What follows belongs to an exercise in optimizing a design on an open flow for small area and a short achievable clock period; a production flow would make more cautious choices. Function was checked by simulation only, so behaviour that the tests miss may differ from the original. Power is estimated from default activity; no workload was simulated.

Setup of old:
Design cpu_top, start of the top module:
module cpu_top (
  input  logic        clk,
  input  logic        reset,
  input  logic [31:0] imem_data,
  input  logic [31:0] dmem_rdata,
  output logic [31:0] imem_addr,
  output logic [31:0] dmem_addr,
  output logic [31:0] dmem_wdata,
  output logic        dmem_we,
  output logic        halted
);
clock: 12.0 ns
lec_check: 0
cap_margin: 20
core_margin: 2
core_utilization: 35
cts_buf_list: sky130_fd_sc_hd__clkbuf_8 sky130_fd_sc_hd__clkbuf_16
cts_cluster_diameter: 80
cts_cluster_size: 30
place_density: 0.42
setup_slack_margin: 4
slew_margin: 20
tns_end_percent: 5
run.sh (not shown) runs the stock make flow with config.mk's settings and CLKGATE_MAP_FILE= SYNTH_SCRIPT=/design/flow/synth_recipe.tcl, a recipe that flattens the netlist after the stock synthesis.
old: all stages complete, timing, DRC and antenna checks passed
### old -> new
- SETUP_SLACK_MARGIN: 4 -> 3
==> flow/flow/run.sh (new file) <==
#!/bin/bash
set -euo pipefail
cd "$(dirname "$0")/.."
CTS="-sink_clustering_enable -repair_clock_nets -dont_use_dummy_load"
CTS="$CTS -sink_clustering_size 30 -sink_clustering_max_diameter 80"
CTS="$CTS -buf_list {sky130_fd_sc_hd__clkbuf_8 sky130_fd_sc_hd__clkbuf_16}"
bash standard.sh "CTS_ARGS=$CTS" RECOVER_POWER=50 finish > standard_flow.log 2>&1
==> flow/standard.sh (new file) <==
#!/bin/bash
# synth_recipe.tcl (not shown) runs the flow's synth.tcl, then flattens the netlist and writes it again
# the make line also repeats each setting of config.mk as NAME=value (left out here)
make -C /OpenROAD-flow-scripts/flow DESIGN_CONFIG=/design/flow/config.mk WORK_HOME=/design/flow/orfs CLKGATE_MAP_FILE= SYNTH_SCRIPT=/design/flow/synth_recipe.tcl "${@:-finish}"
removed: flow/run.sh
Results
Complete run, failing final checks: new, reason max-capacitance violations, max-slew violations.
Compared with old, new improves global-route wire length before repair.
Compared with old, in new proportion of power drawn by the clock network fell by 4.8 points, maximum fanout encountered on the critical timing path rose by 16, power fell by about 8%, worst slew margin relative to its limit fell by 270 points.
Termination of the worst setup path = dmem_addr[30]: old; termination of the worst setup path = dmem_addr[13]: new
The core of new is less densely filled than that of old.

---

The RTL this note starts from:
==> flow/design.v <==
package cpu_pkg;
  localparam logic [5:0] OP_RTYPE = 6'b000000;
  localparam logic [5:0] OP_LW    = 6'b100011;
  localparam logic [5:0] OP_SW    = 6'b101011;
  localparam logic [5:0] OP_BEQ   = 6'b000100;
  localparam logic [5:0] OP_J     = 6'b000010;
  localparam logic [5:0] OP_JAL   = 6'b000011;
  localparam logic [5:0] OP_JR    = 6'b000101;  
  localparam logic [5:0] OP_ADDI  = 6'b001000;
  localparam logic [5:0] FUNCT_ADD = 6'b100000;
  localparam logic [5:0] FUNCT_SUB = 6'b100010;
  localparam logic [5:0] FUNCT_AND = 6'b100100;
  localparam logic [5:0] FUNCT_OR  = 6'b100101;
  localparam logic [5:0] FUNCT_SLT = 6'b101010;
endpackage
`timescale 1ns/100ps
module main_decoder (
  input  logic [5:0] opcode,
  input  logic [5:0] funct,
  input  logic       reset,
  output logic       alu_src,    
  output logic       sub,        
  output logic       sel_sum,    
  output logic       sel_and,
  output logic       sel_or,
  output logic       sel_slt,
  output logic       sel_mem,
  output logic       sel_link,
  output logic       reg_write,
  output logic       reg_dst,    
  output logic       mem_write,
  output logic       branch,
  output logic       jump,
  output logic       jump_reg,
  output logic       halted
);
  logic is_r, is_lw, is_sw, is_beq, is_j, is_jal, is_jr, is_addi;
  assign is_r    = (opcode == cpu_pkg::OP_RTYPE);
  assign is_lw   = (opcode == cpu_pkg::OP_LW);
  assign is_sw   = (opcode == cpu_pkg::OP_SW);
  assign is_beq  = (opcode == cpu_pkg::OP_BEQ);
  assign is_j    = (opcode == cpu_pkg::OP_J);
  assign is_jal  = (opcode == cpu_pkg::OP_JAL);
  assign is_jr   = (opcode == cpu_pkg::OP_JR);
  assign is_addi = (opcode == cpu_pkg::OP_ADDI);
  assign alu_src = opcode[5] | opcode[3];
  assign sub     = ~alu_src & (opcode[2] | funct[1]);
  assign sel_sum  = is_addi | (is_r & ((funct == cpu_pkg::FUNCT_ADD) | (funct == cpu_pkg::FUNCT_SUB)));
  assign sel_and  = is_r & (funct == cpu_pkg::FUNCT_AND);
  assign sel_or   = is_r & (funct == cpu_pkg::FUNCT_OR);
  assign sel_slt  = is_r & (funct == cpu_pkg::FUNCT_SLT);
  assign sel_mem  = is_lw;
  assign sel_link = is_jal;
  assign reg_write = ~reset & (is_r | is_addi | is_lw | is_jal);
  assign reg_dst   = is_r;
  assign mem_write = ~reset & is_sw;
  assign branch    = is_beq;
  assign jump      = is_j | is_jal;
  assign jump_reg  = is_jr;
  assign halted    = ~(is_r | is_lw | is_sw | is_beq | is_j | is_jal | is_jr | is_addi);
endmodule
`timescale 1ns/100ps
module alu (
  input  logic [31:0] a,
  input  logic [31:0] b,
  input  logic        sub,
  output logic [31:0] sum
);
  logic [31:0] bb, p, g, pp, c;
  assign bb = b ^ {32{sub}};
  assign p  = a ^ bb;
  always_comb begin
    g  = a & bb;
    pp = p;
    g[0] = g[0] | (p[0] & sub);    
    for (int l = 1; l < 32; l = l * 2) begin
      for (int i = 0; i < 32; i++) begin
        if ((i / l) % 2 == 1) begin
          g[i]  = g[i] | (pp[i] & g[(i / l) * l - 1]);
          pp[i] = pp[i] & pp[(i / l) * l - 1];
        end
      end
    end
    c = {g[30:0], sub};
  end
  assign sum = p ^ c;
endmodule
`timescale 1ns/100ps
module reg_file (
  input  logic        clk,
  input  logic        reset,
  input  logic        write_en,
  input  logic [4:0]  read_addr1,
  input  logic [4:0]  read_addr2,
  input  logic [4:0]  write_addr,
  input  logic [31:0] write_data,
  output logic [31:0] read_data1,
  output logic [31:0] read_data2
);
  logic [31:1][31:0] regs;
  logic [31:1]       valid;
  logic [31:1]       wsel, rsel1, rsel2;
  always_comb begin
    for (int i = 1; i < 32; i++) begin
      wsel[i]  = write_en & (write_addr == 5'(i));
      rsel1[i] = valid[i] & (read_addr1 == 5'(i));
      rsel2[i] = valid[i] & (read_addr2 == 5'(i));
    end
  end
  always_ff @(posedge clk) begin
    if (reset) valid <= '0;
    else       valid <= valid | wsel;
  end
  for (genvar i = 1; i < 32; i++) begin : g_reg
    always_ff @(posedge clk) begin
      if (wsel[i]) regs[i] <= write_data;
    end
  end
  always_comb begin
    read_data1 = '0;
    read_data2 = '0;
    for (int i = 1; i < 32; i++) begin
      read_data1 = read_data1 | ({32{rsel1[i]}} & regs[i]);
      read_data2 = read_data2 | ({32{rsel2[i]}} & regs[i]);
    end
  end
endmodule
`timescale 1ns/100ps
module pc_unit (
  input  logic        clk,
  input  logic        reset,
  input  logic        hold,
  input  logic        branch_taken,
  input  logic        jump,
  input  logic        jump_reg,
  input  logic [15:0] imm,
  input  logic [25:0] jump_index,
  input  logic [31:0] reg_target,
  output logic [31:0] pc,
  output logic [31:0] pc_plus4
);
  logic [31:0] branch_target, pc_next;
  assign pc_plus4      = pc + 32'd4;
  assign branch_target = pc_plus4 + {{14{imm[15]}}, imm, 2'b00};
  always_comb begin
    if (hold)              pc_next = pc;
    else if (jump_reg)     pc_next = reg_target;
    else if (jump)         pc_next = {pc_plus4[31:28], jump_index, 2'b00};
    else if (branch_taken) pc_next = branch_target;
    else                   pc_next = pc_plus4;
  end
  always_ff @(posedge clk) begin
    if (reset) pc <= '0;
    else       pc <= pc_next;
  end
endmodule
`timescale 1ns/100ps
module datapath (
  input  logic        clk,
  input  logic        reset,
  input  logic [31:0] imem_data,
  input  logic [31:0] dmem_rdata,
  input  logic        alu_src,
  input  logic        sub,
  input  logic        sel_sum,
  input  logic        sel_and,
  input  logic        sel_or,
  input  logic        sel_slt,
  input  logic        sel_mem,
  input  logic        sel_link,
  input  logic        reg_write,
  input  logic        reg_dst,
  input  logic        mem_write,
  input  logic        branch,
  input  logic        jump,
  input  logic        jump_reg,
  input  logic        halted,
  output logic [31:0] imem_addr,
  output logic [31:0] dmem_addr,
  output logic [31:0] dmem_wdata,
  output logic        dmem_we
);
  logic [4:0]  rs, rt, rd, write_addr;
  logic [31:0] imm_ext, rs_data, rt_data, alu_b, sum, write_data, pc_plus4;
  logic        zero;
  assign rs      = imem_data[25:21];
  assign rt      = imem_data[20:16];
  assign rd      = imem_data[15:11];
  assign imm_ext = {{16{imem_data[15]}}, imem_data[15:0]};
  assign write_addr = sel_link ? 5'd31 : (reg_dst ? rd : rt);
  reg_file u_reg_file (
    .clk (clk), .reset (reset), .write_en (reg_write),
    .read_addr1 (rs), .read_addr2 (rt), .write_addr (write_addr),
    .write_data (write_data), .read_data1 (rs_data), .read_data2 (rt_data)
  );
  assign alu_b = alu_src ? imm_ext : rt_data;
  alu u_alu (.a (rs_data), .b (alu_b), .sub (sub), .sum (sum));
  assign zero = (sum == 32'd0);
  assign write_data = ({32{sel_sum}}  & sum)
                    | ({32{sel_and}}  & (rs_data & rt_data))
                    | ({32{sel_or}}   & (rs_data | rt_data))
                    | ({32{sel_mem}}  & dmem_rdata)
                    | ({32{sel_link}} & pc_plus4)
                    | {31'd0, sel_slt & sum[31]};
  pc_unit u_pc_unit (
    .clk (clk), .reset (reset), .hold (halted),
    .branch_taken (branch & zero), .jump (jump), .jump_reg (jump_reg),
    .imm (imem_data[15:0]), .jump_index (imem_data[25:0]), .reg_target (rs_data),
    .pc (imem_addr), .pc_plus4 (pc_plus4)
  );
  assign dmem_addr  = sum;        
  assign dmem_wdata = rt_data;
  assign dmem_we    = mem_write;
endmodule
`timescale 1ns/100ps
module cpu_top (
  input  logic        clk,
  input  logic        reset,
  input  logic [31:0] imem_data,
  input  logic [31:0] dmem_rdata,
  output logic [31:0] imem_addr,
  output logic [31:0] dmem_addr,
  output logic [31:0] dmem_wdata,
  output logic        dmem_we,
  output logic        halted
);
  logic alu_src, sub, sel_sum, sel_and, sel_or, sel_slt, sel_mem, sel_link;
  logic reg_write, reg_dst, mem_write, branch, jump, jump_reg;
  main_decoder u_main_decoder (
    .opcode (imem_data[31:26]), .funct (imem_data[5:0]), .reset (reset),
    .alu_src (alu_src), .sub (sub), .sel_sum (sel_sum), .sel_and (sel_and),
    .sel_or (sel_or), .sel_slt (sel_slt), .sel_mem (sel_mem), .sel_link (sel_link),
    .reg_write (reg_write), .reg_dst (reg_dst), .mem_write (mem_write),
    .branch (branch), .jump (jump), .jump_reg (jump_reg), .halted (halted)
  );
  datapath u_datapath (
    .clk (clk), .reset (reset), .imem_data (imem_data), .dmem_rdata (dmem_rdata),
    .alu_src (alu_src), .sub (sub), .sel_sum (sel_sum), .sel_and (sel_and),
    .sel_or (sel_or), .sel_slt (sel_slt), .sel_mem (sel_mem), .sel_link (sel_link),
    .reg_write (reg_write), .reg_dst (reg_dst), .mem_write (mem_write),
    .branch (branch), .jump (jump), .jump_reg (jump_reg), .halted (halted),
    .imem_addr (imem_addr), .dmem_addr (dmem_addr), .dmem_wdata (dmem_wdata),
    .dmem_we (dmem_we)
  );
endmodule
Settings: LEC_CHECK=0, CAP_MARGIN=20, CORE_MARGIN=2, CORE_UTILIZATION=35, CTS_BUF_LIST=sky130_fd_sc_hd__clkbuf_8 sky130_fd_sc_hd__clkbuf_16, CTS_CLUSTER_DIAMETER=60, CTS_CLUSTER_SIZE=24, PLACE_DENSITY=0.42, SETUP_SLACK_MARGIN=5, SLEW_MARGIN=20, TNS_END_PERCENT=5; clock period 12.0 ns.
Stock flow here: none of the scripts above is used.
Then changed:
==> flow/flow/run.sh (new file) <==
#!/bin/bash
set -euo pipefail
cd "$(dirname "$0")/.."
CTS="-sink_clustering_enable -repair_clock_nets -dont_use_dummy_load"
CTS="$CTS -sink_clustering_size 30 -sink_clustering_max_diameter 80"
CTS="$CTS -buf_list {sky130_fd_sc_hd__clkbuf_8 sky130_fd_sc_hd__clkbuf_16}"
bash standard.sh "CTS_ARGS=$CTS" finish > standard_flow.log 2>&1
==> flow/standard.sh (new file) <==
#!/bin/bash
# synth_recipe.tcl (not shown) runs the flow's synth.tcl, then flattens the netlist and writes it again
# the make line also repeats each setting of config.mk as NAME=value (left out here)
make -C /OpenROAD-flow-scripts/flow DESIGN_CONFIG=/design/flow/config.mk WORK_HOME=/design/flow/orfs CLKGATE_MAP_FILE= SYNTH_SCRIPT=/design/flow/synth_recipe.tcl "${@:-finish}"
CTS_CLUSTER_DIAMETER = 80   (was 60)
CTS_CLUSTER_SIZE = 30   (was 24)
SETUP_SLACK_MARGIN = 4   (was 5)
removed: flow/run.sh
Setup slack gains 0.033 ns. Non-clock buffer count goes down by 72. Count of clock-buffer cells in the layout goes down by 42. Combinational power goes down by about 5%. Area after synthesis is unchanged. Routed wire length goes down by 1.7%. Final area goes down by 4.7%. Clock power goes down by 37%. Critical path depth goes down by 2.
Then changed:
==> flow/run.sh (new file) <==
#!/bin/bash
# synth_recipe.tcl (not shown) runs the flow's synth.tcl, then flattens the netlist and writes it again
# the make line also repeats each setting of config.mk as NAME=value (left out here)
make -C /OpenROAD-flow-scripts/flow DESIGN_CONFIG=/design/flow/config.mk WORK_HOME=/design/flow/orfs CLKGATE_MAP_FILE= SYNTH_SCRIPT=/design/flow/synth_recipe.tcl finish
GPL_TIMING_DRIVEN = 0   (was unset)
removed: flow/flow/run.sh
removed: flow/standard.sh
The changed run produced a clean layout.
Final cell count grows by 4.7%.
Non-clock buffer count grows by 209.
Die area does not change.
Cell area grows by 9.3%.
Sequential power barely changes.
Hold slack got worse by 0.010 ns.
Power grows by 9.1%.
Clock skew shrinks by 0.044 ns.
Critical path depth shrinks by 2.
First-iteration DRC count grows by 14%.
Then changed:
==> flow/flow/run.sh (new file) <==
#!/bin/bash
set -euo pipefail
cd "$(dirname "$0")/.."
CTS="-sink_clustering_enable -repair_clock_nets -dont_use_dummy_load"
CTS="$CTS -sink_clustering_size 30 -sink_clustering_max_diameter 80"
CTS="$CTS -buf_list {sky130_fd_sc_hd__clkbuf_8 sky130_fd_sc_hd__clkbuf_16}"
bash standard.sh "CTS_ARGS=$CTS" finish > standard_flow.log 2>&1
==> flow/standard.sh (new file) <==
#!/bin/bash
# synth_recipe.tcl (not shown) runs the flow's synth.tcl, then flattens the netlist and writes it again
# the make line also repeats each setting of config.mk as NAME=value (left out here)
make -C /OpenROAD-flow-scripts/flow DESIGN_CONFIG=/design/flow/config.mk WORK_HOME=/design/flow/orfs CLKGATE_MAP_FILE= SYNTH_SCRIPT=/design/flow/synth_recipe.tcl "${@:-finish}"
GPL_TIMING_DRIVEN = unset   (was 0)
SETUP_SLACK_MARGIN = 3   (was 4)
TNS_END_PERCENT = 20   (was 5)
removed: flow/run.sh
Result: The new run finished with timing, DRC and antenna clean; total power drops by 9.2%; clock skew climbs by 0.063 ns; global-route usage drops by 4.1 points; worst setup slack improved by 0.34 ns; count of clock-buffer cells in the layout drops by 7.

## static timing again, ports no longer ideal
No port has a modelled driver above. Below, the same layouts with a new extraction and two added sets of constraints.
Step 1: set_driving_cell puts a clkbuf_16 on clk and a buf_2 on each other input, an assumption about the parent block.
Step 2 moves the port delays by t, midway between the first and last clock arrival at a register: inputs arrive t later, outputs are due t later. That takes back most of the time a late clock gives input paths.
Slacks: ideal / step 1 / step 2; pairs: ideal / step 1.
run | t (ns) | slack for setup (ns) | latest minus earliest clock arrival (ns)
old | 0.799 | 2.516 / 2.327 / 2.250 | 0.064 / 0.064
new | 0.766 | 1.419 / 1.393 / 1.183 | 0.116 / 0.116
the first run of note 2 | 0.817 | 2.434 / 2.254 / 2.254 | 0.058 / 0.057
the second run of note 2 | 0.777 | 2.468 / 2.250 / 2.250 | 0.096 / 0.096
the third run of note 2 | 0.803 | 2.126 / 2.091 / 1.903 | 0.053 / 0.053
the fourth run of note 2 | 0.766 | 2.463 / 2.394 / 2.145 | 0.116 / 0.116
For the fourth run of note 2, which loses most, drivers alone change the setup slack by -0.069 ns; drivers and shift together by -0.318 ns.
